Context: an optimization exercise on an open-source flow, tuned for a short achievable clock period. The choices shown serve that exercise and are no tape-out recipe. At most, simulation tests tie the RTL to the original design; equivalence was not proved. For runs 1 to 3, 5 and 6, only the layout was checked, not whether the RTL still works. Power figures rest on the tool's default switching activity, not on a simulated workload.

==> design.v <==
package mmio_pkg;
    localparam logic [7:0] OFF_COUNT   = 8'h00;
    localparam logic [7:0] OFF_COMPARE = 8'h04;
    localparam logic [7:0] OFF_STATUS  = 8'h08;
    localparam logic [7:0] OFF_TXDATA  = 8'h0C;
    localparam logic [7:0] OFF_CTRL    = 8'h10;
    localparam int ST_MATCH = 0;
    localparam int ST_FULL  = 1;
    localparam int ST_EMPTY = 2;
    localparam int ST_OVF   = 3;
    localparam logic [31:0] COMPARE_RST = 32'hFFFF_FFFF;
endpackage
module dec3 (
    input  logic [2:0] a,
    output logic [7:0] y
);
    always_comb
        for (int i = 0; i < 8; i++) y[i] = a == 3'(i);
endmodule
module dec3z (
    input  logic [26:0] a,
    output logic [7:0]  y
);
    logic zero;
    assign zero = a[26:3] == 24'd0;
    always_comb
        for (int i = 0; i < 8; i++) y[i] = zero & (a[2:0] == 3'(i));
endmodule
module aoi22 (
    input  logic a1, a2, b1, b2,
    output logic y
);
    assign y = ~((a1 & a2) | (b1 & b2));
endmodule
module aoi221 (
    input  logic a1, a2, b1, b2, c,
    output logic y
);
    assign y = ~((a1 & a2) | (b1 & b2) | c);
endmodule
module nand4 (
    input  logic a, b, c, d,
    output logic y
);
    assign y = ~(a & b & c & d);
endmodule
module sel8 (
    input  logic [7:0] s,
    input  logic [7:0] d,
    output logic       y
);
    logic [3:0] n;
    aoi22 u0 (.a1(s[0]), .a2(d[0]), .b1(s[1]), .b2(d[1]), .y(n[0]));
    aoi22 u1 (.a1(s[2]), .a2(d[2]), .b1(s[3]), .b2(d[3]), .y(n[1]));
    aoi22 u2 (.a1(s[4]), .a2(d[4]), .b1(s[5]), .b2(d[5]), .y(n[2]));
    aoi22 u3 (.a1(s[6]), .a2(d[6]), .b1(s[7]), .b2(d[7]), .y(n[3]));
    nand4 u4 (.a(n[0]), .b(n[1]), .c(n[2]), .d(n[3]), .y(y));
endmodule
module sel8m (
    input  logic [7:0] s,
    input  logic [7:0] d,
    input  logic       m,
    output logic       y
);
    logic [3:0] n;
    aoi22  u0 (.a1(s[0]), .a2(d[0]), .b1(s[1]), .b2(d[1]), .y(n[0]));
    aoi22  u1 (.a1(s[2]), .a2(d[2]), .b1(s[3]), .b2(d[3]), .y(n[1]));
    aoi22  u2 (.a1(s[4]), .a2(d[4]), .b1(s[5]), .b2(d[5]), .y(n[2]));
    aoi221 u3 (.a1(s[6]), .a2(d[6]), .b1(s[7]), .b2(d[7]), .c(m), .y(n[3]));
    nand4  u4 (.a(n[0]), .b(n[1]), .c(n[2]), .d(n[3]), .y(y));
endmodule
module sync_fifo #(
    parameter int W     = 8,
    parameter int DEPTH = 4
) (
    input  logic         clk,
    input  logic         reset,
    input  logic         push,
    input  logic         pop,
    input  logic [W-1:0] din,
    output logic [W-1:0] dout,
    output logic         full,
    output logic         empty
);
    localparam int AW = $clog2(DEPTH);
    logic [W-1:0] r_mem [DEPTH];
    logic [AW:0]  r_wr;
    logic [AW:0]  r_rd;
    logic         w_push;
    logic         w_pop;
    assign empty  = r_wr == r_rd;
    assign full   = (r_wr[AW] != r_rd[AW]) && (r_wr[AW-1:0] == r_rd[AW-1:0]);
    assign w_push = push & ~full;
    assign w_pop  = pop & ~empty;
    assign dout   = empty ? '0 : r_mem[r_rd[AW-1:0]];
    always_ff @(posedge clk) begin
        if (w_push) r_mem[r_wr[AW-1:0]] <= din;
    end
    always_ff @(posedge clk or negedge reset) begin
        if (!reset) begin
            r_wr <= '0;
            r_rd <= '0;
        end else begin
            if (w_push) r_wr <= r_wr + 1'b1;
            if (w_pop)  r_rd <= r_rd + 1'b1;
        end
    end
endmodule
module dmem_mmio #(
    parameter int          RAM_WORDS  = 64,
    parameter int          FIFO_DEPTH = 4,
    parameter logic [31:0] MMIO_BASE  = 32'hFFFF_0000
) (
    input  logic        clk,
    input  logic        reset,
    input  logic        memwrite,
    input  logic [31:0] addr,
    input  logic [31:0] writedata,
    output logic [31:0] readdata,
    output logic [7:0]  tx_data,
    output logic        tx_valid,
    input  logic        tx_ready,
    output logic        irq
);
    logic [31:0] r_ram [64];
    logic [31:0] r_count;
    logic [31:0] r_compare;
    logic        r_match;
    logic        r_ovf;
    logic        r_irq_en;
    logic        w_ram_hit;
    logic        w_mmio_hit;
    logic [5:0]  w_word;
    logic        w_wr_compare;
    logic        w_wr_status;
    logic        w_wr_tx;
    logic        w_wr_ctrl;
    logic        w_full;
    logic        w_empty;
    logic [31:0] w_status;
    logic [31:0] w_mmio_rd;
    logic [31:0] w_mm;
    assign w_ram_hit    = addr[31:8] == 24'd0;
    assign w_mmio_hit   = addr[31:8] == MMIO_BASE[31:8];
    assign w_word       = addr[7:2];
    assign w_wr_compare = memwrite & w_mmio_hit & (w_word == 6'd1);
    assign w_wr_status  = memwrite & w_mmio_hit & (w_word == 6'd2);
    assign w_wr_tx      = memwrite & w_mmio_hit & (w_word == 6'd3);
    assign w_wr_ctrl    = memwrite & w_mmio_hit & (w_word == 6'd4);
    localparam int NCOPY = 8;
    logic [7:0] w_lo [NCOPY];
    logic [7:0] w_hi [NCOPY];
    for (genvar c = 0; c < NCOPY; c++) begin : g_dec
        dec3  u_lo (.a(addr[4:2]), .y(w_lo[c]));
        dec3z u_hi (.a(addr[31:5]), .y(w_hi[c]));
    end
    for (genvar b = 0; b < 32; b++) begin : g_bit
        logic [7:0] w_g;
        for (genvar h = 0; h < 8; h++) begin : g_grp
            sel8 u_sel (
                .s (w_lo[b / (32 / NCOPY)]),
                .d ({r_ram[8*h+7][b], r_ram[8*h+6][b], r_ram[8*h+5][b], r_ram[8*h+4][b],
                     r_ram[8*h+3][b], r_ram[8*h+2][b], r_ram[8*h+1][b], r_ram[8*h+0][b]}),
                .y (w_g[h])
            );
        end
        sel8m u_top (.s(w_hi[b / (32 / NCOPY)]), .d(w_g), .m(w_mm[b]), .y(readdata[b]));
    end
    always_comb begin
        w_status           = '0;
        w_status[mmio_pkg::ST_MATCH] = r_match;
        w_status[mmio_pkg::ST_FULL]  = w_full;
        w_status[mmio_pkg::ST_EMPTY] = w_empty;
        w_status[mmio_pkg::ST_OVF]   = r_ovf;
        w_mmio_rd = ({32{w_word == 6'd0}} & r_count)   |
                    ({32{w_word == 6'd1}} & r_compare) |
                    ({32{w_word == 6'd2}} & w_status)  |
                    ({32{w_word == 6'd4}} & {31'd0, r_irq_en});
        w_mm      = {32{w_mmio_hit}} & w_mmio_rd;
    end
    always_ff @(posedge clk) begin
        if (memwrite & w_ram_hit) r_ram[w_word] <= writedata;
    end
    always_ff @(posedge clk or negedge reset) begin
        if (!reset) begin
            r_count   <= '0;
            r_compare <= mmio_pkg::COMPARE_RST;
            r_match   <= 1'b0;
            r_ovf     <= 1'b0;
            r_irq_en  <= 1'b0;
        end else begin
            r_count <= r_count + 32'd1;
            if (w_wr_compare) r_compare <= writedata;
            r_match <= (r_count == r_compare) | (r_match & ~(w_wr_status & writedata[mmio_pkg::ST_MATCH]));
            r_ovf   <= (w_wr_tx & w_full) | (r_ovf & ~(w_wr_status & writedata[mmio_pkg::ST_OVF]));
            if (w_wr_ctrl) r_irq_en <= writedata[0];
        end
    end
    sync_fifo #(.W(8), .DEPTH(FIFO_DEPTH)) u_fifo (
        .clk   (clk),
        .reset (reset),
        .push  (w_wr_tx & ~w_full),
        .pop   (tx_ready),
        .din   (writedata[7:0]),
        .dout  (tx_data),
        .full  (w_full),
        .empty (w_empty)
    );
    assign tx_valid = ~w_empty;
    assign irq      = r_match & r_irq_en;
endmodule
==> flow/run.sh <==
#!/bin/bash
# Own flow: the standard layout, unchanged (kept as a starting point).
cp standard.sh standard_sh.txt
bash standard.sh > standard.log 2>&1
==> standard.sh <==
#!/bin/bash
# synth_recipe.tcl (not shown) runs the flow's synth.tcl, then flattens the netlist and writes it again
# the make line also repeats each setting of config.mk as NAME=value (left out here)
make -C /OpenROAD-flow-scripts/flow DESIGN_CONFIG=/design/flow/config.mk WORK_HOME=/design/flow/orfs CLKGATE_MAP_FILE= SYNTH_SCRIPT=/design/flow/synth_recipe.tcl "${@:-finish}"
==> config.mk <==
export PLATFORM = sky130hd
export DESIGN_NAME = dmem_mmio
export DESIGN_NICKNAME = dmem_mmio
export VERILOG_FILES = /design/flow/design.v
export SDC_FILE = /design/flow/constraint.sdc
export NUM_CORES = 4
export LEC_CHECK = 0
export ABC_CLOCK_PERIOD_IN_PS = 1000
export CAP_MARGIN = 20
export CORE_MARGIN = 2
export CORE_UTILIZATION = 60
export GPL_TIMING_DRIVEN = 1
export SETUP_SLACK_MARGIN = 4.5
export SLEW_MARGIN = 20
export SYNTH_HIERARCHICAL = 1
export SYNTH_MINIMUM_KEEP_SIZE = 0
export TNS_END_PERCENT = 5
==> constraint.sdc <==
create_clock -name core_clock -period 6.5 [get_ports {clk}]
set_input_delay 1.3000 -clock core_clock [delete_from_list [all_inputs] [get_ports {clk}]]
set_output_delay 1.3000 -clock core_clock [all_outputs]
set_load 0.01 [all_outputs]
==> metrics.md, run 1 <==
| Metric | Value |
|---|---|
| Status | finished clean |
| Layout cells sized above 1 | a little under half |
| Hold Fails Final Rpt | 0 |
| IO Port Bufs | roughly 110 |
| Synth Area in Adders | 0.0876% |
| Relative slew slack | about a quarter |
| Critical-path top delay cell | nand4_1 |
| Drt wl/cell | roughly 37 um |
| Xor/xnor cell area share of the yosys netlist | 0.762% |
| Area growth from synthesis to final layout | 23.6% |
| Min Tclk post-route | between 4 and 5 ns |
| Largest family of logic cells by synthesized area | compound AO/OA/AOI/OAI gates |
| Largest net degree at the start of global routing | 70 |
| RSZ-0062 raised after global routing | yes |
| Worst setup SP type | primary input |
| Reg2Reg Depth | 5 |
| Starting Density | slightly above 60% |
| CP required | around 5.2 ns |
| Vias | 51291 |
| CTS Buffer Depth | 3 |
| Die area | about 150000 um2 |
| DP HPWL | 145000 um |
| Slowest stage delay, CP | roughly 0.29 ns |
| Initial DRT Pass Iterations | 6 |
| Clock Latency Late Sink | about 0.86 ns |
| IO Count | 110 |
| CP arrival | ~3.6 ns |
| Pleak | 0.0337 uW |
| Yosys reg bits | approximately 2200 |
| Crit share post-route | ~75% |
| Worst Tran Pin Value | between 1 and 1.5 ns |
| Core Rows | ~140 |
| Max Fclk | about 210 MHz |
| Fill cells | 8166 |
| Core Util, Final | between 70% and 80% |
| R2r startpoint | r_count[0] |
| GRT overflow | 0 |
| Crit Reg-Reg Endpoint | r_count[30] |
| Post-synth EDFFs | around 2100 |
| Type of the most critical hold path | in -> async |
| Crit Path Class | in -> out |
| Synth Area in Compound Gates | approximately 17% |
| GPL Wtd Cong | approximately 0.9 |
| Root buf cell | clkbuf_16 |
| Antenna violations before repair | 9 |
| Die height | 382 um |
| First-pass GRT wire length | 373000 um |
| CP Capture Type | primary output |
| Synthesized netlist cell count | between 4000 and 5000 |
| Total track usage | 36.7% |
| Max IR drop VDD | ~0.00037 V |
| Routed WL | roughly 270000 um |
| Register area share after synthesis | about 75% |
| Critical path peak fanout | 8 |
| Max-slew violation count | 0 |
| Max_cap viols | 0 |
| DRC viols | 0 |
| Async SR Flop Fraction | 3.39% |
| Post-CTS Hold Fix Bufs | 0 |
| Crit path from | addr[3] |
| Clk slew on worst S/H paths | 0.06 ns |
| Syn Std Cell Area | approximately 86000 um2 |
| Mapped Nets | 4360 |
| Num Clock Sinks | between 2000 and 2500 |
| Post-detailed-route count of antenna-violating nets | 0 |
| Total CTS buffers | ~210 |
| Nets | about 5300 |
| Warnings, synthesis | 12 |
| Finish-stage setup viols | 0 |
| TNS Setup | 0 ns |
| CTS tree | done |
| Reg2reg setup slack | between 4 and 5 ns |
| Vias in the first global route | slightly below 50000 |
| Vias/cell | about 7 |
| Top_reg_cell synth | edfxtp_1 |
| Distinct cells, synth | 55 |
| Simple-Gate Fraction of Synth Area | 5.59% |
| Crit path cell chain | buf_16 -> buf_16 -> buf_12 -> buf_8 -> buf_12 -> nor3b_4 -> buf_6 -> buf_16 -> buf_12 -> a22oi_2 -> nand4_1 -> a22oi_2 -> nand4_1 -> buf_2 |
| Core Area | 142000 um2 |
| Die Span X | around 380 um |
| DR iter-0 viols | roughly 6600 |
| Power density over the cells | 269 nW/um2 |
| Max Clock Skew | roughly 0.024 ns |
| Post-synthesis mux area share | 0.857% |
| H-Tree Depth | 4 |
| Average cell area after synthesis | 20.0 um2 |
## what timing repair did
item                                     CTS  global route
pin swaps                                171           142
cloned                                    51            19
endpoints found under the setup margin  2178          2179
setup buffers                            201            85
gates resized for setup                  668           140
## power by group
part	leakage (uW)	total (uW)	switching [uW]	internal [uW]
clock	0.00320	11700	5090	6620
combinational	0.0109	1580	995	589
sequential	0.0196	15200	0.0000165	15200
total	0.0337	28500	6090	22400
## cell usage after synthesis (4+ instances only)
master       n  area, um2
a22oi_1     29        218
dfstp_2     32        841
and3_1       7       43.8
a22oi_2   1120      14000
nor4_1      85        532
nand4_2      8        100
nor4_2      33        413
edfxtp_1  2080      62500
nor3b_1     25        188
or3_1       17        106
and3b_2     24        240
and4_1       5       43.8
nand2b_1    18        113
nand3b_1     5       37.5
nor2b_1     10       62.6
and3_2       8       60.1
nor3_1      91        455
nand2_1     31        116
a21oi_1      4       20.0
mux2i_1      4       40.0
mux4_1       8        210
xor2_1      48        420
a221oi_2    32        480
mux2_4      30        450
o31ai_1      6       45.0
nand4_1    310       1940
nor2_1      47        176
ha_1         6       75.1
clkbuf_1    33        124
inv_1       18       67.6
xnor2_1     21        184
dfrtp_1     41       1030
nand3_1     13       65.1
## worst max path at each step
stage / endpoint / cells past startpoint
2_1_floorplan: readdata[0] / 5
3_3_place_gp: readdata[8] / 8
3_5_place_dp: readdata[8] / 8
4_1_cts: readdata[7] / 13
5_1_grt: readdata[7] / 13
6_report: readdata[1] / 14
## critical path, delay by kind of cell
kind	cells	cell delay, ns
buffers and inverters	9	1.32
AOI/OAI and AO/OA	2	0.46
and+or+nand+nor	3	0.44
## metal layers
layer | global-route usage, % | share of wire, % | wire length [um] | vias up
li1 | - | - | - | 20805
met1 | 52.5 | 39 | 106000 | 26745
met2 | 53.2 | 44 | 121000 | 3150
met3 | 9.62 | 11 | 31200 | 587
met4 | 17.0 | 5.1 | 13900 | 4
met5 | 0 | 0.0081 | 22 | -
## state kept, by name, indices dropped and copies added, names as in the netlist
name / count
r_count: 32
u_fifo.r_rd: 3
r_ovf: 1
r_compare: 32
u_fifo.r_wr: 3
r_match: 1
u_fifo.r_mem: 32
r_irq_en: 1
r_ram: 2048
## Yosys stat by module (local to each module, per instance), excerpt
module     cells  flip-flops and latches  times used  cell area [um2]
dec3z         22                       0           8              159
dmem_mmio   2511                    2115           1            65900
aoi22          1                       0        1120             12.5
aoi221         1                       0          32             15.0
nand4          1                       0         288             6.26
dec3           8                       0           8             65.1
## cell families (layout without fill, tap and decap cells)
group,count (synthesis),count (layout)
flip-flops,2153,2153
adder cells (fa/ha/maj),6,6
other,0,8
XOR/XNOR,72,72
buffers and inverters,60,1181
AO/OA/AOI/OAI,1201,1201
AND/OR/NAND/NOR,749,763
multiplexers,45,45
## per-stage QoR
step                area (um2)  std cells  hold slack [ns]  power [uW]  setup slack (ns)
floorplan                86500       4286            0.465       16100              2.19
global placement         92800       6569            0.488       16700             0.450
detailed placement       92900       6570            0.506       16700             0.476
CTS                     104000       7206            0.233       28500              1.64
global route            106000       7312            0.247       29200              1.61
finish                  106000       7319            0.261       28500              1.63
## cells in the final DEF, fill, tap and decap left out, drive strengths merged, types with 5 or more instances in the layout
cell / netlist / routed
edfxtp: 2080 / 2080
a22oi: 1149 / 1149
buf: 9 / 745
nand4: 318 / 318
clkbuf: 33 / 305
nor4: 118 / 118
nor3: 92 / 92
clkinv: 0 / 79
xor2: 50 / 50
nor2: 47 / 47
dfrtp: 41 / 41
and3b: 24 / 35
nand2: 31 / 34
mux2: 33 / 33
dfstp: 32 / 32
a221oi: 32 / 32
nor3b: 25 / 25
xnor2: 22 / 22
inv: 18 / 22
nand2b: 18 / 18
or3: 17 / 17
and3: 15 / 15
nand3: 14 / 14
bufinv: 0 / 11
bufbuf: 0 / 11
nor2b: 10 / 10
diode: 0 / 8
mux4: 8 / 8
o31ai: 6 / 6
ha: 6 / 6
nand3b: 5 / 5
and4: 5 / 5
## layout make-up
| cell class | count | area (um2) | share of cell area (%) |
|---|---|---|---|
| multi-input cells | 2087 | 23400 | 22.1 |
| diodes | 8 | 20.0 | 0.0189 |
| clock inverters | 97 | 807 | 0.762 |
| repair buffers | 779 | 9190 | 8.67 |
| inverters | 18 | 70.1 | 0.0661 |
| flip-flops and latches | 2153 | 64300 | 60.7 |
| clock buffers | 287 | 5770 | 5.45 |
| well taps | 1890 | 2360 | 2.23 |
==> run 2: changes to the inputs <==
--- a/design.v
+++ b/design.v
@@ -19,10 +19,15 @@
 endmodule
-module dec3z (
-    input  logic [26:0] a,
-    output logic [7:0]  y
-);
-    logic zero;
-    assign zero = a[26:3] == 24'd0;
+module dec3e (
+    input  logic       en,
+    input  logic [2:0] a,
+    output logic [7:0] y
+);
     always_comb
-        for (int i = 0; i < 8; i++) y[i] = zero & (a[2:0] == 3'(i));
+        for (int i = 0; i < 8; i++) y[i] = en & (a == 3'(i));
+endmodule
+module zero24 (
+    input  logic [23:0] a,
+    output logic        z
+);
+    assign z = a == 24'd0;
 endmodule
@@ -149,8 +154,13 @@
     assign w_wr_ctrl    = memwrite & w_mmio_hit & (w_word == 6'd4);
-    localparam int NCOPY = 8;
-    logic [7:0] w_lo [NCOPY];
-    logic [7:0] w_hi [NCOPY];
-    for (genvar c = 0; c < NCOPY; c++) begin : g_dec
-        dec3  u_lo (.a(addr[4:2]), .y(w_lo[c]));
-        dec3z u_hi (.a(addr[31:5]), .y(w_hi[c]));
+    logic [7:0] w_lo [32];
+    logic [7:0] w_hi [8];
+    logic [3:0] w_z;
+    for (genvar c = 0; c < 4; c++) begin : g_z
+        zero24 u_z (.a(addr[31:8]), .z(w_z[c]));
+    end
+    for (genvar c = 0; c < 8; c++) begin : g_hi
+        dec3e u_hi (.en(w_z[c / 2]), .a(addr[7:5]), .y(w_hi[c]));
+    end
+    for (genvar c = 0; c < 32; c++) begin : g_lo
+        dec3 u_lo (.a(addr[4:2]), .y(w_lo[c]));
     end
@@ -160,3 +170,3 @@
             sel8 u_sel (
-                .s (w_lo[b / (32 / NCOPY)]),
+                .s (w_lo[b]),
                 .d ({r_ram[8*h+7][b], r_ram[8*h+6][b], r_ram[8*h+5][b], r_ram[8*h+4][b],
@@ -166,3 +176,3 @@
         end
-        sel8m u_top (.s(w_hi[b / (32 / NCOPY)]), .d(w_g), .m(w_mm[b]), .y(readdata[b]));
+        sel8m u_top (.s(w_hi[b / 4]), .d(w_g), .m(w_mm[b]), .y(readdata[b]));
     end
==> run.sh (new file) <==
#!/bin/bash
# synth_recipe.tcl (not shown) runs the flow's synth.tcl, then flattens the netlist and writes it again
# the make line also repeats each setting of config.mk as NAME=value (left out here)
make -C /OpenROAD-flow-scripts/flow DESIGN_CONFIG=/design/flow/config.mk WORK_HOME=/design/flow/orfs CLKGATE_MAP_FILE= SYNTH_SCRIPT=/design/flow/synth_recipe.tcl finish
removed: flow/run.sh
removed: standard.sh
==> metrics.md, run 2 <==
| Metric | Value |
|---|---|
| Commonest non-fill, non-tap cells in the layout | 2080 x edfxtp_1, 1143 x a22oi_2, 409 x buf_4 |
| Top cell type by total area after synthesis | edfxtp_1 |
| Area growth from synthesis to final layout | 20.7% |
| Power density over the cells | approximately 280 nW/um2 |
| Switching pwr | ~6100 uW |
| Type of the most critical hold path | in -> async |
| Root buf cell | clkbuf_16 |
| First-pass GRT wire length | around 410000 um |
| Top-area cell type share of the netlist area | between 70% and 80% |
| Mapped Nets | about 4500 |
| Sequential share of power | a little over half |
| Syn Std Cell Area | 87000 um2 |
| Post-CTS Hold Fix Bufs | 0 |
| Core Rows | between 100 and 150 |
| Post-detailed-route count of antenna-violating nets | 0 |
| Yosys reg bits | about 2200 |
| CP required | approximately 5.2 ns |
| Warnings, synthesis | 12 |
| Routed WL | ~310000 um |
| Worst Tran Pin Value | around 1.1 ns |
| CTS Buffer Depth | 3 |
| Placed cell area | approximately 94000 um2 |
| Die height | 385 um |
| Top_reg_cell synth | edfxtp_1 |
| Starting Density | 60.5% |
| Finish-stage setup viols | 0 |
| Max-slew violation count | 0 |
| Most numerous cell in the Yosys netlist | edfxtp_1 |
| Antenna violations before repair | 19 |
| Min Tclk post-route | 4.73 ns |
| Max Fclk | 211 MHz |
| Comb pwr share | approximately 5.1% |
| GPL Wtd Cong | ~0.88 |
| Vias | between 50000 and 60000 |
| Max reg flops | between 2000 and 2500 |
| Clock Latency Late Sink | between 0.8 and 0.9 ns |
| Worst setup SP type | primary input |
| IO Port Bufs | 107 |
| Num Clock Sinks | roughly 2200 |
| Ranking of synthesized cells by area | edfxtp_1 72%, a22oi_2 16%, nand4_1 2.3%, dfrtp_1 1.2%, and3b_2 1.1% |
| Nets | between 5000 and 6000 |
| Average cell area after synthesis | approximately 20 um2 |
| Max IR drop VDD | about 0.00024 V |
| Max_cap viols | 0 |
| Pleak | 0.0334 uW |
| Commonest non-fill, non-tap cell in the layout | edfxtp_1 |
| Switch share | around a fifth |
| TNS Setup | 0 ns |
| CP arrival | between 3 and 4 ns |
| Post-synth EDFFs | between 2000 and 2500 |
| Total track usage | between 40% and 50% |
| Async SR Flop Fraction | 3.39% |
| CP Capture Type | primary output |
| Initial DRT Pass Iterations | 5 |
| Core Area | around 140000 um2 |
| Max Clock Skew | about 0.037 ns |
| Layout cells sized above 1 | between 40% and 50% |
| Vias/cell | ~7.4 |
| Clock Power Share | between 40% and 50% |
| Die Span X | just under 400 um |
| Internal power | about 23000 uW |
| Register area share after synthesis | ~74% |
| DR iter-0 viols | 8881 |
| DRC viols | 0 |
| Vias in the first global route | slightly above 50000 |
| Status | finished clean |
| Crit Path Class | in -> out |
| Largest net degree at the start of global routing | 71 |
| Clk slew on worst S/H paths | 0.06 ns |
| Relative slew slack | around a quarter |
| Die area | approximately 150000 um2 |
| Hold Fails Final Rpt | 0 |
| DP HPWL | 166000 um |
| Crit share post-route | between 70% and 80% |
| RSZ-0062 raised after global routing | yes |
| Top reg by flops | r_ram |
| Synth cell count leaders | 2080 x edfxtp_1, 1120 x a22oi_2, 314 x nand4_1, 99 x nor3_1, 97 x nor3b_1 |
| Distinct cells, synth | 58 |
| GRT overflow | 0 |
| Final Instance Area | 105000 um2 |
| CTS tree | done |
| Total CTS buffers | 210 |
| IO Count | 110 |
| Critical path peak fanout | 6 |
| Drt wl/cell | approximately 42 um |
| Synthesized netlist cell count | between 4000 and 5000 |
| H-Tree Depth | 4 |
run 2: power by group through the flow:
stage	registers [uW]	clock network, uW	logic, uW
after floorplan	15500	0	615
after global placement	15500	0	1220
after detailed placement	15500	0	1240
after CTS	15200	12300	1410
after global routing	15200	12800	1540
final	15200	12300	1480
run 2: worst paths after layout:
| path | start | end | slack, ns | depth (start not counted) |
|---|---|---|---|---|
| min in group core_clock | r_ovf | r_ovf | 0.55 | 2 |
| max reg2reg | r_count[1] | r_count[30] | 4.13 | 5 |
| max | addr[23] | readdata[21] | 1.77 | 11 |
| min | reset | u_fifo.r_rd[0] | 0.30 | 1 |
| max in group asynchronous | reset | r_count[25] | 4.91 | 2 |
| min reg2reg | r_ovf | r_ovf | 0.55 | 2 |
run 2: logic make-up after synthesis:
logic type / share of synthesized area, %
flip-flops: 73.9
adder cells (fa/ha/maj): 0.0863
AND/OR/NAND/NOR: 7.03
multiplexers: 0.844
XOR/XNOR: 0.751
AO/OA/AOI/OAI: 17.1
buffers and inverters: 0.302
run 2: cell type report:
class / instances / area (um2)
antenna: 10 / 25.0
multi-input combinational: 2198 / 24300
clock buffer: 277 / 5730
fill: 8626 / 38800
tap: 1903 / 2380
sequential: 2153 / 64300
timing repair buffer: 659 / 7060
clock inverter: 114 / 1170
inverter: 10 / 41.3
run 2: per-module statistics from Yosys (local to each module, per instance), a selection:
module,area [um2],cells,flip-flops and latches,copies in the design
aoi22,12.5,1,0,1120
aoi221,15.0,1,0,32
dec3,65.1,8,0,32
dec3e,96.3,8,0,8
dmem_mmio,65900,2511,2115,1
nand4,6.26,1,0,288
zero24,57.6,9,0,4
run 2: through the flow:
step                total power, uW  std cells  util [%]  hold slack, ns  setup slack, ns
floorplan                     16100       4402         -           0.465             2.31
global route                  29600       7316      73.0           0.269             1.81
global placement              16700       6700      65.0           0.498            0.510
finish                        29000       7324      73.0           0.297             1.77
CTS                           28900       7253      72.1           0.247             1.75
detailed placement            16700       6700      65.0           0.498            0.465
run 2: repair_timing:
action | 4_1_cts | 5_1_grt
pin swaps | 100 | 85
gates resized for setup | 595 | 161
buffers inserted | 126 | 46
cloned | 36 | 13
endpoints found under the setup margin | 2179 | 2178
run 2: metal layers:
layer  up-vias  share of wire (%)  global-route usage (%)
li1      21029                  -                       -
met1     27931                 36                    58.1
met2      4014                 45                    61.7
met3       877                 13                    9.68
met4         6                5.7                    20.4
met5         -              0.016                       0
run 2: worst max-delay path: stages:
cell and delay, ns:
buf_12 0.11, nand4_1 0.11, or4_4 0.61, or2_4 0.34, buf_12 0.18, buf_8 0.13, buf_6 0.12, nor2_4 0.07
a221oi_2 0.04, nand4_1 0.19, buf_2 0.17
==> run 3: changes to the inputs <==
--- a/design.v
+++ b/design.v
@@ -32,2 +32,34 @@
     assign z = a == 24'd0;
+endmodule
+module pagedec (
+    input  logic [29:0] a,
+    output logic [3:0]  p
+);
+    logic hit;
+    assign hit  = a[29:6] == 24'hFFFF00;
+    assign p[0] = hit & (a[5:0] == 6'd0);
+    assign p[1] = hit & (a[5:0] == 6'd1);
+    assign p[2] = hit & (a[5:0] == 6'd2);
+    assign p[3] = hit & (a[5:0] == 6'd4);
+endmodule
+module mmsel2 (
+    input  logic [1:0] p,
+    input  logic [1:0] d,
+    output logic       y
+);
+    assign y = |(p & d);
+endmodule
+module mmsel3 (
+    input  logic [2:0] p,
+    input  logic [2:0] d,
+    output logic       y
+);
+    assign y = |(p & d);
+endmodule
+module mmsel4 (
+    input  logic [3:0] p,
+    input  logic [3:0] d,
+    output logic       y
+);
+    assign y = |(p & d);
 endmodule
@@ -145,3 +177,2 @@
     logic [31:0] w_status;
-    logic [31:0] w_mmio_rd;
     logic [31:0] w_mm;
@@ -166,2 +197,13 @@
     end
+    logic [3:0] w_p [4];
+    for (genvar c = 0; c < 4; c++) begin : g_page
+        pagedec u_pd (.a(addr[31:2]), .p(w_p[c]));
+    end
+    mmsel4 u_mm0 (.p(w_p[0]), .d({r_irq_en, w_status[0], r_compare[0], r_count[0]}), .y(w_mm[0]));
+    for (genvar b = 1; b < 4; b++) begin : g_mm3
+        mmsel3 u_mm (.p(w_p[0][2:0]), .d({w_status[b], r_compare[b], r_count[b]}), .y(w_mm[b]));
+    end
+    for (genvar b = 4; b < 32; b++) begin : g_mm2
+        mmsel2 u_mm (.p(w_p[b / 8][1:0]), .d({r_compare[b], r_count[b]}), .y(w_mm[b]));
+    end
     for (genvar b = 0; b < 32; b++) begin : g_bit
@@ -184,7 +226,2 @@
         w_status[mmio_pkg::ST_OVF]   = r_ovf;
-        w_mmio_rd = ({32{w_word == 6'd0}} & r_count)   |
-                    ({32{w_word == 6'd1}} & r_compare) |
-                    ({32{w_word == 6'd2}} & w_status)  |
-                    ({32{w_word == 6'd4}} & {31'd0, r_irq_en});
-        w_mm      = {32{w_mmio_hit}} & w_mmio_rd;
     end
==> metrics.md, run 3 <==
| Metric | Value |
|---|---|
| Status | finished clean |
| IO Count | 110 |
| Syn Std Cell Area | approximately 87000 um2 |
| Drt wl/cell | 42.2 um |
| CTS Buffer Depth | 3 |
| DRC viols | 0 |
| Pleak | 0.0328 uW |
| Average cell area after synthesis | approximately 20 um2 |
| Max Clock Skew | roughly 0.016 ns |
| DR iter-0 viols | around 8400 |
| Vias | between 50000 and 60000 |
| Mapped Nets | 4467 |
| Crit share post-route | approximately 73% |
| Max Fclk | approximately 210 MHz |
| Worst Tran Pin Value | 1.11 ns |
| Die area | about 150000 um2 |
| TNS Setup | 0 ns |
| Hold slack final | 0.310 ns |
| Max reg flops | between 2000 and 2500 |
| Post-detailed-route count of antenna-violating nets | 0 |
| R2r startpoint | u_fifo.r_rd[0] |
| Area growth from synthesis to final layout | 21.7% |
| Clk slew on worst S/H paths | approximately 0.06 ns |
| Clock Latency Late Sink | between 0.8 and 0.9 ns |
| Crit Path Class | in -> out |
| CP required | approximately 5.2 ns |
| Core Area | 144000 um2 |
| Die height | between 300 and 400 um |
| Total track usage | about two fifths |
| Largest net degree at the start of global routing | 71 |
| Num Clock Sinks | about 2200 |
| CTS tree | done |
| CP Capture Type | primary output |
| Max_cap viols | 0 |
| Finish-stage setup viols | 0 |
| Max IR drop VDD | 0.000305 V |
| Fill cells | 8356 |
| CP arrival | 3.44 ns |
| Crit Reg-Reg Endpoint | u_fifo.r_mem[3][1] |
| Critical path peak fanout | 10 |
| Routed WL | ~310000 um |
| Total CTS buffers | roughly 210 |
| Die Span X | ~380 um |
| Antenna violations before repair | 12 |
| Vias in the first global route | between 50000 and 60000 |
| Core Rows | about 140 |
| Root buf cell | clkbuf_16 |
| Hold Fails Final Rpt | 0 |
| Initial DRT Pass Iterations | 6 |
| GRT overflow | 0 |
| RSZ-0062 raised after global routing | yes |
| H-Tree Depth | 4 |
| Power density over the cells | between 200 and 300 nW/um2 |
| Layout cells sized above 1 | roughly 48% |
| First-pass GRT wire length | 409000 um |
| Synthesized netlist cell count | 4393 |
| Top reg by flops | r_ram |
| Nets | 5291 |
| IO Port Bufs | approximately 110 |
| Post-CTS Hold Fix Bufs | 0 |
| Reg2Reg Depth | 9 |
| Type of the most critical hold path | in -> async |
| Relative slew slack | 25.8% |
| GPL Wtd Cong | between 0.8 and 0.9 |
| Reg2reg setup slack | 4.08 ns |
| Commonest non-fill, non-tap cells in the layout | 2080 x edfxtp_1, 1121 x a22oi_2, 327 x buf_4 |
| DP HPWL | 161000 um |
| Vias/cell | about 7.4 |
| Commonest non-fill, non-tap cell in the layout | edfxtp_1 |
| Max-slew violation count | 0 |
| Warnings, synthesis | 13 |
| Starting Density | roughly 60% |
| Min Tclk post-route | approximately 4.7 ns |
| Worst setup SP type | primary input |
## run 3: layout make-up
class	count	area, um2	share of cell area (%)
Clock buffer	282	5760	5.44
Antenna cell	5	12.5	0.0118
Inverter	13	48.8	0.0461
Tap cell	1903	2380	2.25
Timing Repair Buffer	628	7440	7.03
Multi-Input combinational cell	2212	25000	23.7
Sequential cell	2153	64300	60.8
Clock inverter	105	827	0.781
## run 3: stage by stage
| step | utilization, % | power [uW] | instances | instance area (um2) | setup slack, ns |
|---|---|---|---|---|---|
| after floorplan | - | 16100 | 4393 | 87800 | 2.58 |
| after global placement | 65.0 | 16700 | 6629 | 93500 | 0.468 |
| after detailed placement | 65.0 | 16700 | 6629 | 93500 | 0.501 |
| after CTS | 72.6 | 28500 | 7217 | 104000 | 1.89 |
| after global routing | 73.6 | 29200 | 7297 | 106000 | 1.71 |
| final | 73.6 | 28600 | 7301 | 106000 | 1.76 |
## run 3: what timing repair did
action,CTS,global route
cloned,39,18
gates resized for setup,747,90
endpoints found under the setup margin,2160,2163
buffers inserted,162,57
endpoints found under the hold margin,0,0
pin swaps,133,90
## run 3: how the worst max path moves through the flow
stage	from	to	slack, ns
after floorplan	addr[9]	readdata[22]	2.58
after global placement	addr[23]	readdata[23]	0.47
after detailed placement	addr[23]	readdata[23]	0.50
after CTS	addr[4]	readdata[17]	1.89
after global routing	addr[27]	readdata[27]	1.71
final	addr[27]	readdata[27]	1.76
## run 3: metal layers
metal | GRT usage, % | wire, um | vias up
met1 | 57.9 | 113000 | 27929
met2 | 60.5 | 136000 | 3996
met5 | 0 | 92 | -
li1 | - | - | 21031
met3 | 10.5 | 41000 | 855
met4 | 18.9 | 18000 | 12
## run 3: where the power goes
group          total [uW]  internal (uW)  leakage [uW]  switching, uW
registers           15200          15200        0.0196      0.0000181
logic                1540            569        0.0100            976
clock network       11800           6660       0.00322           5140
## run 3: critical path, stage by stage
cell and delay (ns):
buf_12 0.12, nor4_2 0.29, nand4_1 0.24, nor2_4 0.33
buf_12 0.17, buf_8 0.14, and4b_4 0.34, a221oi_2 0.12
nand4_1 0.20, buf_2 0.17
==> run 4: changes to the inputs <==
--- a/design.v
+++ b/design.v
@@ -125,9 +125,15 @@
     logic [AW:0]  r_rd;
+    logic         r_empty;
+    logic         r_full;
     logic         w_push;
     logic         w_pop;
-    assign empty  = r_wr == r_rd;
-    assign full   = (r_wr[AW] != r_rd[AW]) && (r_wr[AW-1:0] == r_rd[AW-1:0]);
-    assign w_push = push & ~full;
-    assign w_pop  = pop & ~empty;
-    assign dout   = empty ? '0 : r_mem[r_rd[AW-1:0]];
+    logic [AW:0]  w_wr_nx;
+    logic [AW:0]  w_rd_nx;
+    assign empty   = r_empty;
+    assign full    = r_full;
+    assign w_push  = push & ~r_full;
+    assign w_pop   = pop & ~r_empty;
+    assign w_wr_nx = w_push ? r_wr + 1'b1 : r_wr;
+    assign w_rd_nx = w_pop  ? r_rd + 1'b1 : r_rd;
+    assign dout    = r_empty ? '0 : r_mem[r_rd[AW-1:0]];
     always_ff @(posedge clk) begin
@@ -137,7 +143,11 @@
         if (!reset) begin
-            r_wr <= '0;
-            r_rd <= '0;
+            r_wr    <= '0;
+            r_rd    <= '0;
+            r_empty <= 1'b1;
+            r_full  <= 1'b0;
         end else begin
-            if (w_push) r_wr <= r_wr + 1'b1;
-            if (w_pop)  r_rd <= r_rd + 1'b1;
+            r_wr    <= w_wr_nx;
+            r_rd    <= w_rd_nx;
+            r_empty <= w_wr_nx == w_rd_nx;
+            r_full  <= (w_wr_nx[AW] != w_rd_nx[AW]) && (w_wr_nx[AW-1:0] == w_rd_nx[AW-1:0]);
         end
==> metrics.md, run 4 <==
| Metric | Value |
|---|---|
| Status | finished clean |
| Commonest non-fill, non-tap cells in the layout | 2080 x edfxtp_1, 1121 x a22oi_2, 348 x buf_4 |
| Crit Path Class | in -> out |
| Final setup margin | between 1.5 and 2 ns |
| Num Clock Sinks | between 2000 and 2500 |
| Core Area | ~140000 um2 |
| Finish-stage setup viols | 0 |
| Crit share post-route | ~72% |
| Vias | about 54000 |
| Final Instance Area | approximately 110000 um2 |
| Mapped Nets | 4458 |
| DR iter-0 viols | approximately 9300 |
| Routed WL | just under 300000 um |
| IO Count | 110 |
| Max Clock Skew | between 0.02 and 0.03 ns |
| Max_cap viols | 0 |
| CTS tree | done |
| Clk slew on worst S/H paths | around 0.06 ns |
| Area growth from synthesis to final layout | 20.8% |
| Type of the most critical hold path | in -> async |
| Worst setup SP type | primary input |
| TNS Setup | 0 ns |
| DRC viols | 0 |
| Top reg by flops | r_ram |
| Clock Latency Late Sink | about 0.85 ns |
| Starting Density | between 60 and 70% |
| Crit path cell chain | buf_16 -> or4_4 -> nor3_1 -> and3_4 -> a222oi_1 -> inv_1 -> a221oi_2 -> nand4_1 -> buf_2 |
| Post-detailed-route count of antenna-violating nets | 0 |
| Worst Tran Pin Value | approximately 1.2 ns |
| Syn Std Cell Area | just under 90000 um2 |
| Die Span X | around 380 um |
| CP required | 5.20 ns |
| GRT overflow | 0 |
| CTS Buffer Depth | 3 |
| First-pass GRT wire length | ~400000 um |
| Initial DRT Pass Iterations | 6 |
| Pleak | 0.0327 uW |
| Drt wl/cell | 40.9 um |
| Reg2Reg Depth | 5 |
| Commonest non-fill, non-tap cell in the layout | edfxtp_1 |
| Vias in the first global route | 50125 |
| Largest net degree at the start of global routing | between 70 and 80 |
| RSZ-0062 raised after global routing | yes |
| Critical-path top delay cell | a222oi_1 |
| Total track usage | about 40% |
| Total CTS buffers | between 200 and 250 |
| IO Port Bufs | between 100 and 150 |
| Max-slew violation count | 0 |
| Min Tclk post-route | 4.70 ns |
| CP arrival | around 3.4 ns |
| Core Rows | approximately 140 |
| Total power draw | around 29000 uW |
| Warnings, synthesis | 13 |
| CP Capture Type | primary output |
| Reg2reg setup slack | 3.96 ns |
| R2r startpoint | r_count[0] |
| Hold Fails Final Rpt | 0 |
| DP HPWL | about 160000 um |
| Die area | between 100000 and 150000 um2 |
| Vias/cell | 7.35 |
| Placed cell area | around 93000 um2 |
| Max IR drop VDD | 0.000256 V |
| GPL Wtd Cong | 0.964 |
| Critical path peak fanout | 28 |
| Antenna violations before repair | 26 |
| Die height | between 300 and 400 um |
| Power density over the cells | ~270 nW/um2 |
| Layout cells sized above 1 | between 40% and 50% |
| Crit path from | addr[6] |
| Root buf cell | clkbuf_16 |
| Max Fclk | 213 MHz |
| Nets | ~5300 |
| Relative slew slack | roughly a fifth |
| Pre-CTS setup slack | 0.588 ns |
| Slowest stage delay, CP | around 0.62 ns |
| Max reg flops | approximately 2000 |
| Synthesized netlist cell count | 4384 |
| Average cell area after synthesis | between 15 and 20 um2 |
| H-Tree Depth | 4 |
-- run 4: worst paths after layout --
path                                  endpoint
worst min-delay path            u_fifo.r_rd[1]
max in group asynchronous          r_count[22]
worst max-delay path               readdata[2]
worst min register to register  u_fifo.r_rd[2]
worst max register to register     r_count[20]
min in group core_clock         u_fifo.r_rd[2]
-- run 4: what timing repair did --
action                                   CTS  global route
gates resized for setup                  688            94
hold buffers                               0             0
buffers inserted                         164            44
pin swaps                                116            56
endpoints found under the setup margin  2173          2173
cloned                                    40            10
-- run 4: where the power goes --
part           switching [uW]  total, uW  internal [uW]
Combinational            1060       1790            726
Clock                    5130      11800           6640
Sequential               27.5      15300          15200
Total                    6220      28800          22600
-- run 4: cell type report --
cell class | instances | area, um2
antenna | 5 | 12.5
clock buffer | 276 | 5730
clock inverter | 111 | 856
fill | 8673 | 38800
inverter | 14 | 58.8
multi-input combinational | 2200 | 24500
sequential | 2155 | 64400
tap | 1903 | 2380
timing repair buffer | 634 | 7120
-- run 4: per-layer routing --
metal	wire, um	GRT usage [%]	vias to the layer above
met2	125000	55.1	4063
met3	43800	11.4	728
li1	-	-	20982
met5	80	0	-
met1	114000	59.2	27834
met4	15200	17.9	14
-- run 4: metrics by stage --
stage,hold slack [ns],cells,util [%]
2_1_floorplan,0.478,4384,-
3_3_place_gp,0.497,6648,64.9
3_5_place_dp,0.500,6648,64.9
4_1_cts,0.323,7239,72.4
5_1_grt,0.360,7294,73.0
6_report,0.366,7298,73.0
-- run 4: critical path, delay by kind of cell --
family                 cells  cell delay [ns]
buffers and inverters      3             0.51
AOI/OAI and AO/OA          2             0.86
and+or+nand+nor            4             0.64
==> run 5: changes to the inputs <==
--- a/design.v
+++ b/design.v
@@ -19,4 +19,3 @@
 endmodule
-module dec3e (
-    input  logic       en,
+module dec3n (
     input  logic [2:0] a,
@@ -25,9 +24,20 @@
     always_comb
-        for (int i = 0; i < 8; i++) y[i] = en & (a == 3'(i));
-endmodule
-module zero24 (
-    input  logic [23:0] a,
-    output logic        z
-);
-    assign z = a == 24'd0;
+        for (int i = 0; i < 8; i++) y[i] = a != 3'(i);
+endmodule
+module hidec (
+    input  logic [26:0] a,
+    output logic [7:0]  y
+);
+    logic [5:0] n;
+    logic [1:0] nz;
+    logic [7:0] dn;
+    for (genvar k = 0; k < 6; k++) begin : g_n
+        nor4 u (.a(a[3+4*k]), .b(a[4+4*k]), .c(a[5+4*k]), .d(a[6+4*k]), .y(n[k]));
+    end
+    nand3 u_nz0 (.a(n[0]), .b(n[1]), .c(n[2]), .y(nz[0]));
+    nand3 u_nz1 (.a(n[3]), .b(n[4]), .c(n[5]), .y(nz[1]));
+    dec3n u_dn (.a(a[2:0]), .y(dn));
+    for (genvar i = 0; i < 8; i++) begin : g_y
+        nor3 u (.a(nz[0]), .b(nz[1]), .c(dn[i]), .y(y[i]));
+    end
 endmodule
@@ -37,8 +47,30 @@
 );
-    logic hit;
-    assign hit  = a[29:6] == 24'hFFFF00;
-    assign p[0] = hit & (a[5:0] == 6'd0);
-    assign p[1] = hit & (a[5:0] == 6'd1);
-    assign p[2] = hit & (a[5:0] == 6'd2);
-    assign p[3] = hit & (a[5:0] == 6'd4);
+    logic [3:0] one_n;
+    logic [1:0] zero;
+    logic       z765;
+    logic       ones;
+    logic       rest_n;
+    logic [3:0] sel_n;
+    for (genvar k = 0; k < 4; k++) begin : g_one
+        nand4 u (.a(a[14+4*k]), .b(a[15+4*k]), .c(a[16+4*k]), .d(a[17+4*k]), .y(one_n[k]));
+    end
+    nor4 u_z0 (.a(a[6]),  .b(a[7]),  .c(a[8]),  .d(a[9]),  .y(zero[0]));
+    nor4 u_z1 (.a(a[10]), .b(a[11]), .c(a[12]), .d(a[13]), .y(zero[1]));
+    nor3 u_z2 (.a(a[3]),  .b(a[4]),  .c(a[5]),  .y(z765));
+    nor4 u_on (.a(one_n[0]), .b(one_n[1]), .c(one_n[2]), .d(one_n[3]), .y(ones));
+    nand3 u_rs (.a(zero[0]), .b(zero[1]), .c(z765), .y(rest_n));
+    sel3n u_sel (.on(ones), .a(a[2:0]), .y(sel_n));
+    for (genvar i = 0; i < 4; i++) begin : g_p
+        nor2 u (.a(rest_n), .b(sel_n[i]), .y(p[i]));
+    end
+endmodule
+module sel3n (
+    input  logic       on,
+    input  logic [2:0] a,
+    output logic [3:0] y
+);
+    assign y[0] = ~(on & (a == 3'd0));
+    assign y[1] = ~(on & (a == 3'd1));
+    assign y[2] = ~(on & (a == 3'd2));
+    assign y[3] = ~(on & (a == 3'd4));
 endmodule
@@ -76,2 +108,26 @@
     assign y = ~((a1 & a2) | (b1 & b2) | c);
+endmodule
+module nor4 (
+    input  logic a, b, c, d,
+    output logic y
+);
+    assign y = ~(a | b | c | d);
+endmodule
+module nor3 (
+    input  logic a, b, c,
+    output logic y
+);
+    assign y = ~(a | b | c);
+endmodule
+module nor2 (
+    input  logic a, b,
+    output logic y
+);
+    assign y = ~(a | b);
+endmodule
+module nand3 (
+    input  logic a, b, c,
+    output logic y
+);
+    assign y = ~(a & b & c);
 endmodule
@@ -197,8 +253,4 @@
     logic [7:0] w_hi [8];
-    logic [3:0] w_z;
-    for (genvar c = 0; c < 4; c++) begin : g_z
-        zero24 u_z (.a(addr[31:8]), .z(w_z[c]));
-    end
     for (genvar c = 0; c < 8; c++) begin : g_hi
-        dec3e u_hi (.en(w_z[c / 2]), .a(addr[7:5]), .y(w_hi[c]));
+        hidec u_hi (.a(addr[31:5]), .y(w_hi[c]));
     end
==> metrics.md, run 5 <==
| Metric | Value |
|---|---|
| Status | finished clean |
| Vias in the first global route | 50276 |
| Routed WL | about 300000 um |
| Antenna violations before repair | 15 |
| IO Count | 110 |
| Total CTS buffers | 210 |
| Core Area | between 100000 and 150000 um2 |
| Area of the multi-input gates | approximately 24000 um2 |
| First-pass GRT wire length | between 400000 and 500000 um |
| Crit Path Class | in -> out |
| Type of the most critical hold path | in -> async |
| Max Clock Skew | approximately 0.025 ns |
| Nets | ~5300 |
| Clock Latency Late Sink | ~0.86 ns |
| Vias/cell | roughly 7.3 |
| Hold Fails Final Rpt | 0 |
| Hold slack final | 0.455 ns |
| Max reg flops | 2048 |
| DR iter-0 viols | about 9100 |
| CTS tree | done |
| Root buf cell | clkbuf_16 |
| Warnings, synthesis | 13 |
| Finish-stage setup viols | 0 |
| Pleak | between 0.03 and 0.04 uW |
| Critical path peak fanout | 4 |
| Most Used Layer, Global Route | met2 |
| Max Fclk | approximately 200 MHz |
| Top reg by flops | r_ram |
| Fill cells | between 9000 and 10000 |
| Total track usage | between 30% and 40% |
| Max IR drop VDD | slightly below 0.0003 V |
| Storage cell area | about 64000 um2 |
| Num Clock Sinks | between 2000 and 2500 |
| Met2 Track Usage GR | a little under three fifths |
| Worst setup SP type | primary input |
| GRT overflow | 0 |
| Largest net degree at the start of global routing | between 70 and 80 |
| Crit share post-route | between 70% and 80% |
| CP arrival | approximately 3.9 ns |
| GPL Wtd Cong | between 0.8 and 0.9 |
| Total power draw | slightly below 30000 uW |
| Final setup margin | 1.35 ns |
| Clk slew on worst S/H paths | 0.06 ns |
| Average cell area after synthesis | between 15 and 20 um2 |
| Layout cells sized above 1 | approximately 45% |
| Min Tclk post-route | approximately 5 ns |
| Die Span X | between 300 and 400 um |
| CTS Buffer Depth | 3 |
| Post-CTS Hold Fix Bufs | 0 |
| Pre-CTS setup slack | 0.0631 ns |
| CP Capture Type | primary output |
| Met1 Track Usage GR | 56.1% |
| Starting Density | between 60% and 70% |
| Core Util, Final | between 70% and 80% |
| DP HPWL | ~170000 um |
| Max_cap viols | 0 |
| Area growth from synthesis to final layout | 18.1% |
| Met3 Use GR | 9.60% |
| Worst Tran Pin Value | roughly 1.2 ns |
| DRC viols | 0 |
| Die area | between 100000 and 150000 um2 |
| Synthesized netlist cell count | around 4500 |
| Die height | 386 um |
| H-Tree Depth | 4 |
| Core Rows | 140 |
| Max-slew violation count | 0 |
| Mapped Nets | 4548 |
| IO Port Bufs | 107 |
| Initial DRT Pass Iterations | 6 |
| TNS Setup | 0 ns |
| CP required | approximately 5.2 ns |
| Relative slew slack | between 10% and 20% |
| Drt wl/cell | approximately 40 um |
| Syn Std Cell Area | a little under 90000 um2 |
| Post-detailed-route count of antenna-violating nets | 0 |
| RSZ-0062 raised after global routing | yes |
| Vias | 53808 |
| Power density over the cells | 279 nW/um2 |
| Commonest non-fill, non-tap cell in the layout | edfxtp_1 |
| Commonest non-fill, non-tap cells in the layout | 2080 x edfxtp_1, 1121 x a22oi_2, 409 x buf_4 |
[run 5: power by group]
part | switching, uW | internal [uW] | leakage (uW) | total [uW]
Clock | 5180 | 6850 | 0.00329 | 12000
Combinational | 1020 | 649 | 0.00929 | 1670
Sequential | 24.9 | 15200 | 0.0196 | 15300
Total | 6230 | 22700 | 0.0322 | 29000
[run 5: layout make-up]
cell class / instances / share of cell area [%]
Timing Repair Buffer: 598 / 5.56
Inverter: 14 / 0.0531
Tap cell: 1917 / 2.31
Clock inverter: 104 / 0.964
Sequential cell: 2155 / 62.1
Antenna cell: 3 / 0.00724
Multi-Input combinational cell: 2290 / 23.5
Clock buffer: 277 / 5.53
[run 5: per-stage QoR]
stage                     cells  area, um2
after floorplan            4474      88000
after global placement     6871      94700
after detailed placement   6871      94700
after CTS                  7318     103000
after global routing       7357     104000
final                      7358     104000
[run 5: path summary, 6_finish.rpt]
check | cells after the start | startpoint | slack [ns] | to
setup / recovery | 13 | addr[25] | 1.35 | readdata[21]
hold / removal | 1 | reset | 0.46 | u_fifo.r_wr[2]
setup reg to reg | 4 | r_count[10] | 4.38 | r_match
hold reg to reg | 1 | r_count[25] | 0.55 | r_count[25]
max in group asynchronous | 2 | reset | 4.89 | r_count[20]
min in group core_clock | 1 | r_count[25] | 0.55 | r_count[25]
[run 5: worst max-delay path, cell delays in order]
cell      delay [ns]
buf_6           0.08
buf_6           0.09
nand4_1         0.14
nor4_4          0.57
buf_4           0.21
or4b_4          0.47
nor2_4          0.14
buf_6           0.14
buf_6           0.12
a22o_1          0.19
a221oi_2        0.07
nand4_1         0.15
buf_2           0.17
[run 5: routing by layer]
metal | up-vias | wire length (um)
met2 | 3904 | 132000
met3 | 812 | 38900
met4 | 14 | 16800
li1 | 21208 | -
met1 | 27870 | 111000
met5 | - | 92
[run 5: repair_timing]
action	in CTS	in global routing
gates cloned	21	7
resized for setup	455	76
setup endpoints to repair	2165	2178
buffers inserted	45	30
pin swaps	101	48
==> run 6: changes to the inputs <==
--- a/design.v
+++ b/design.v
@@ -43,37 +43,20 @@
 endmodule
-module pagedec (
-    input  logic [29:0] a,
-    output logic [3:0]  p
-);
-    logic [3:0] one_n;
-    logic [1:0] zero;
-    logic       z765;
-    logic       ones;
-    logic       rest_n;
-    logic [3:0] sel_n;
-    for (genvar k = 0; k < 4; k++) begin : g_one
-        nand4 u (.a(a[14+4*k]), .b(a[15+4*k]), .c(a[16+4*k]), .d(a[17+4*k]), .y(one_n[k]));
-    end
-    nor4 u_z0 (.a(a[6]),  .b(a[7]),  .c(a[8]),  .d(a[9]),  .y(zero[0]));
-    nor4 u_z1 (.a(a[10]), .b(a[11]), .c(a[12]), .d(a[13]), .y(zero[1]));
-    nor3 u_z2 (.a(a[3]),  .b(a[4]),  .c(a[5]),  .y(z765));
-    nor4 u_on (.a(one_n[0]), .b(one_n[1]), .c(one_n[2]), .d(one_n[3]), .y(ones));
-    nand3 u_rs (.a(zero[0]), .b(zero[1]), .c(z765), .y(rest_n));
-    sel3n u_sel (.on(ones), .a(a[2:0]), .y(sel_n));
-    for (genvar i = 0; i < 4; i++) begin : g_p
-        nor2 u (.a(rest_n), .b(sel_n[i]), .y(p[i]));
-    end
+module pagen (
+    input  logic [26:0] a,
+    output logic        y
+);
+    assign y = ~((a[26:3] == 24'hFFFF00) & (a[2:0] == 3'd0));
 endmodule
-module sel3n (
-    input  logic       on,
+module wsel (
     input  logic [2:0] a,
-    output logic [3:0] y
+    output logic [3:0] s
 );
-    assign y[0] = ~(on & (a == 3'd0));
-    assign y[1] = ~(on & (a == 3'd1));
-    assign y[2] = ~(on & (a == 3'd2));
-    assign y[3] = ~(on & (a == 3'd4));
+    assign s[0] = a == 3'd0;
+    assign s[1] = a == 3'd1;
+    assign s[2] = a == 3'd2;
+    assign s[3] = a == 3'd4;
 endmodule
 module mmsel2 (
-    input  logic [1:0] p,
+    input  logic       pn,
+    input  logic [1:0] s,
     input  logic [1:0] d,
@@ -81,6 +64,9 @@
 );
-    assign y = |(p & d);
+    logic n0;
+    aoi22 u0 (.a1(s[0]), .a2(d[0]), .b1(s[1]), .b2(d[1]), .y(n0));
+    nor2  u1 (.a(pn), .b(n0), .y(y));
 endmodule
 module mmsel3 (
-    input  logic [2:0] p,
+    input  logic       pn,
+    input  logic [2:0] s,
     input  logic [2:0] d,
@@ -88,6 +74,10 @@
 );
-    assign y = |(p & d);
+    logic n0, n1;
+    aoi22 u0 (.a1(s[0]), .a2(d[0]), .b1(s[1]), .b2(d[1]), .y(n0));
+    nand2 u1 (.a(s[2]), .b(d[2]), .y(n1));
+    aoi21 u2 (.a1(n0), .a2(n1), .b(pn), .y(y));
 endmodule
 module mmsel4 (
-    input  logic [3:0] p,
+    input  logic       pn,
+    input  logic [3:0] s,
     input  logic [3:0] d,
@@ -95,3 +85,6 @@
 );
-    assign y = |(p & d);
+    logic n0, n1;
+    aoi22 u0 (.a1(s[0]), .a2(d[0]), .b1(s[1]), .b2(d[1]), .y(n0));
+    aoi22 u1 (.a1(s[2]), .a2(d[2]), .b1(s[3]), .b2(d[3]), .y(n1));
+    aoi21 u2 (.a1(n0), .a2(n1), .b(pn), .y(y));
 endmodule
@@ -127,2 +120,14 @@
 endmodule
+module nand2 (
+    input  logic a, b,
+    output logic y
+);
+    assign y = ~(a & b);
+endmodule
+module aoi21 (
+    input  logic a1, a2, b,
+    output logic y
+);
+    assign y = ~((a1 & a2) | b);
+endmodule
 module nand3 (
@@ -259,12 +264,14 @@
     end
-    logic [3:0] w_p [4];
+    logic [3:0] w_pn;
+    logic [3:0] w_s [4];
     for (genvar c = 0; c < 4; c++) begin : g_page
-        pagedec u_pd (.a(addr[31:2]), .p(w_p[c]));
+        pagen u_pn (.a(addr[31:5]), .y(w_pn[c]));
+        wsel  u_ws (.a(addr[4:2]),  .s(w_s[c]));
     end
-    mmsel4 u_mm0 (.p(w_p[0]), .d({r_irq_en, w_status[0], r_compare[0], r_count[0]}), .y(w_mm[0]));
+    mmsel4 u_mm0 (.pn(w_pn[0]), .s(w_s[0]), .d({r_irq_en, w_status[0], r_compare[0], r_count[0]}), .y(w_mm[0]));
     for (genvar b = 1; b < 4; b++) begin : g_mm3
-        mmsel3 u_mm (.p(w_p[0][2:0]), .d({w_status[b], r_compare[b], r_count[b]}), .y(w_mm[b]));
+        mmsel3 u_mm (.pn(w_pn[0]), .s(w_s[0][2:0]), .d({w_status[b], r_compare[b], r_count[b]}), .y(w_mm[b]));
     end
     for (genvar b = 4; b < 32; b++) begin : g_mm2
-        mmsel2 u_mm (.p(w_p[b / 8][1:0]), .d({r_compare[b], r_count[b]}), .y(w_mm[b]));
+        mmsel2 u_mm (.pn(w_pn[b / 8]), .s(w_s[b / 8][1:0]), .d({r_compare[b], r_count[b]}), .y(w_mm[b]));
     end
==> metrics.md, run 6 <==
| Metric | Value |
|---|---|
| Internal power | 22900 uW |
| Type of the most critical hold path | in -> async |
| Worst Tran Pin Value | 1.12 ns |
| Crit share post-route | roughly 72% |
| Starting Density | between 60 and 70% |
| GRT overflow | 0 |
| Syn Std Cell Area | ~90000 um2 |
| Max IR drop VDD | approximately 0.00026 V |
| Final setup margin | 1.80 ns |
| Status | finished clean |
| Die Span X | slightly below 400 um |
| Comb pwr share | 6.8% |
| Synthesized netlist cell count | approximately 4500 |
| IO Port Bufs | between 100 and 150 |
| Max-slew violation count | 0 |
| Num Clock Sinks | ~2200 |
| H-Tree Depth | 4 |
| RSZ-0062 raised after global routing | yes |
| Slowest stage delay, CP | ~0.45 ns |
| CTS Buffer Depth | 3 |
| Core Rows | between 100 and 150 |
| Clk slew on worst S/H paths | 0.06 ns |
| Die area | approximately 150000 um2 |
| Top reg by flops | r_ram |
| Clock Power Share | 41.1% |
| Pleak | roughly 0.034 uW |
| Hold Fails Final Rpt | 0 |
| GPL Wtd Cong | just over 0.9 |
| Root buf cell | clkbuf_16 |
| Pre-CTS setup slack | 0.500 ns |
| DRC viols | 0 |
| R2r startpoint | r_compare[29] |
| CP required | approximately 5.2 ns |
| CP delay by family, top | buffers and inverters |
| CTS tree | done |
| Sequential share of power | 52.2% |
| Clock Latency Late Sink | about 0.84 ns |
| Vias | roughly 56000 |
| First-pass GRT wire length | ~420000 um |
| Commonest non-fill, non-tap cell in the layout | edfxtp_1 |
| DR iter-0 viols | slightly below 9000 |
| Crit path from | addr[3] |
| Critical path peak fanout | 8 |
| Core Area | approximately 150000 um2 |
| Area of the multi-input gates | approximately 26000 um2 |
| Antenna violations before repair | 14 |
| CP Capture Type | primary output |
| IO Count | 110 |
| Min Tclk post-route | 4.70 ns |
| Fill cells | about 8500 |
| Max_cap viols | 0 |
| Max Clock Skew | around 0.040 ns |
| Area growth from synthesis to final layout | 23.6% |
| Routed WL | around 310000 um |
| Mapped Nets | 4573 |
| Switching pwr | between 6000 and 7000 uW |
| Number of buffers and inverters on the critical path | 4 |
| Total track usage | approximately two fifths |
| Power density over the cells | ~270 nW/um2 |
| Vias in the first global route | 52062 |
| Critical-path top delay cell | nand4_1 |
| Commonest non-fill, non-tap cells in the layout | 2080 x edfxtp_1, 1153 x a22oi_2, 515 x buf_4 |
| Nets | between 5000 and 6000 |
| Max Fclk | about 210 MHz |
| Crit path cell chain | buf_16 -> buf_16 -> nor3b_2 -> buf_6 -> a22oi_2 -> nand4_1 -> a22oi_2 -> nand4_1 -> buf_2 |
| Vias/cell | 7.29 |
| Layout cells sized above 1 | 49.7% |
| Warnings, synthesis | 13 |
| Total CTS buffers | 211 |
| Initial DRT Pass Iterations | 6 |
| Drt wl/cell | a little over 40 um |
| Worst setup SP type | primary input |
| CP arrival | 3.40 ns |
| Max reg flops | approximately 2000 |
| Finish-stage setup viols | 0 |
| Average cell area after synthesis | a little under 20 um2 |
| Switch share | 21.8% |
| Die height | between 300 and 400 um |
| TNS Setup | 0 ns |
| Storage cell area | ~64000 um2 |
| Crit Path Class | in -> out |
| DP HPWL | about 170000 um |
| Relative slew slack | between 20% and 30% |
| Post-detailed-route count of antenna-violating nets | 0 |
| Largest net degree at the start of global routing | 72 |
-- run 6: through the flow --
step	area, um2	utilization, %	hold WS, ns	std cells	power [uW]
finish	109000	74.6	0.403	7647	29300
floorplan	88400	-	0.478	4499	16300
global route	109000	74.6	0.393	7644	29900
global placement	94900	65.2	0.496	6873	17100
CTS	106000	73.1	0.350	7500	29200
detailed placement	94900	65.2	0.499	6873	17100
-- run 6: final timing paths --
kind	to	slack [ns]	cells past startpoint
worst max-delay path	readdata[30]	1.80	9
worst min-delay path	u_fifo.r_full	0.40	1
worst max register to register	r_match	4.43	4
worst min register to register	u_fifo.r_rd[2]	0.51	2
max in group asynchronous	r_count[11]	4.88	2
min in group core_clock	u_fifo.r_rd[2]	0.51	2
-- run 6: worst register-to-register path: cells and delay by family, from the launching register on --
family | cells | cell delay, ns
AO/OA/AOI/OAI | 1 | 0.24
XOR/XNOR | 1 | 0.10
flip-flops | 1 | 0.59
AND/OR/NAND/NOR | 2 | 1.07
-- run 6: layout make-up --
type                            instances  share of cell area, %
Antenna cell                            3                0.00691
Clock buffer                          267                   5.24
Clock inverter                        116                  0.973
Inverter                               11                 0.0415
Multi-Input combinational cell       2318                   23.5
Sequential cell                      2155                   59.3
Tap cell                             1917                   2.21
Timing Repair Buffer                  860                   8.77
-- run 6: per-layer routing --
metal  share of wire (%)  vias to the layer above  global-route usage [%]
met5               0.023                        -                       0
met4                 6.3                       10                    20.2
met3                  14                      916                    10.6
met2                  44                     4281                    59.6
met1                  36                    28718                    57.4
li1                    -                    21832                       -
-- run 6: power groups by stage --
stage,Clock [uW],Sequential [uW],Combinational (uW)
global route,12600,15300,2050
finish,12000,15300,1980
global placement,0,15600,1490
CTS,12100,15300,1820
floorplan,0,15500,802
detailed placement,0,15600,1510
-- run 6: repair_timing --
item | in CTS | in global routing
gates resized for setup | 702 | 166
cloned | 42 | 21
hold buffers | 0 | 0
setup buffers | 202 | 121
endpoints found under the setup margin | 2162 | 2162
pin swaps | 191 | 128

==> separate check: timing with driven ports <==
Ports are ideal in the flow. The routed layouts listed here were re-timed in OpenROAD.
Step 1 (the two cells are an assumption about what drives the block):
set clk [get_ports {clk}]
set_driving_cell -lib_cell sky130_fd_sc_hd__clkbuf_16 $clk
set_driving_cell -lib_cell sky130_fd_sc_hd__buf_2 [delete_from_list [all_inputs] $clk]
Step 2 times the ports against the registers' clock, not the clock port: input delays grow and output delays shrink by t, the midpoint of the rising clock arrivals with the driver on.
Three values: ideal ports, drivers, drivers and shift; two values: the first two.
run | t, ns | slack for setup (ns) | pins driven straight from the clock port
run 1 | 0.936 | 1.633 / 1.332 / 1.332 | 1
run 2 | 0.921 | 1.770 / 1.345 / 1.345 | 1
run 3 | 0.930 | 1.758 / 1.343 / 1.343 | 1
run 4 | 0.915 | 1.802 / 1.225 / 1.225 | 1
run 5 | 0.935 | 1.355 / 1.251 / 1.251 | 1
run 6 | 0.913 | 1.796 / 1.262 / 1.262 | 1
After both steps setup and hold are still met in every run listed. For run 4, which loses most, drivers alone change the setup slack by -0.577 ns; drivers and shift together by -0.577 ns.
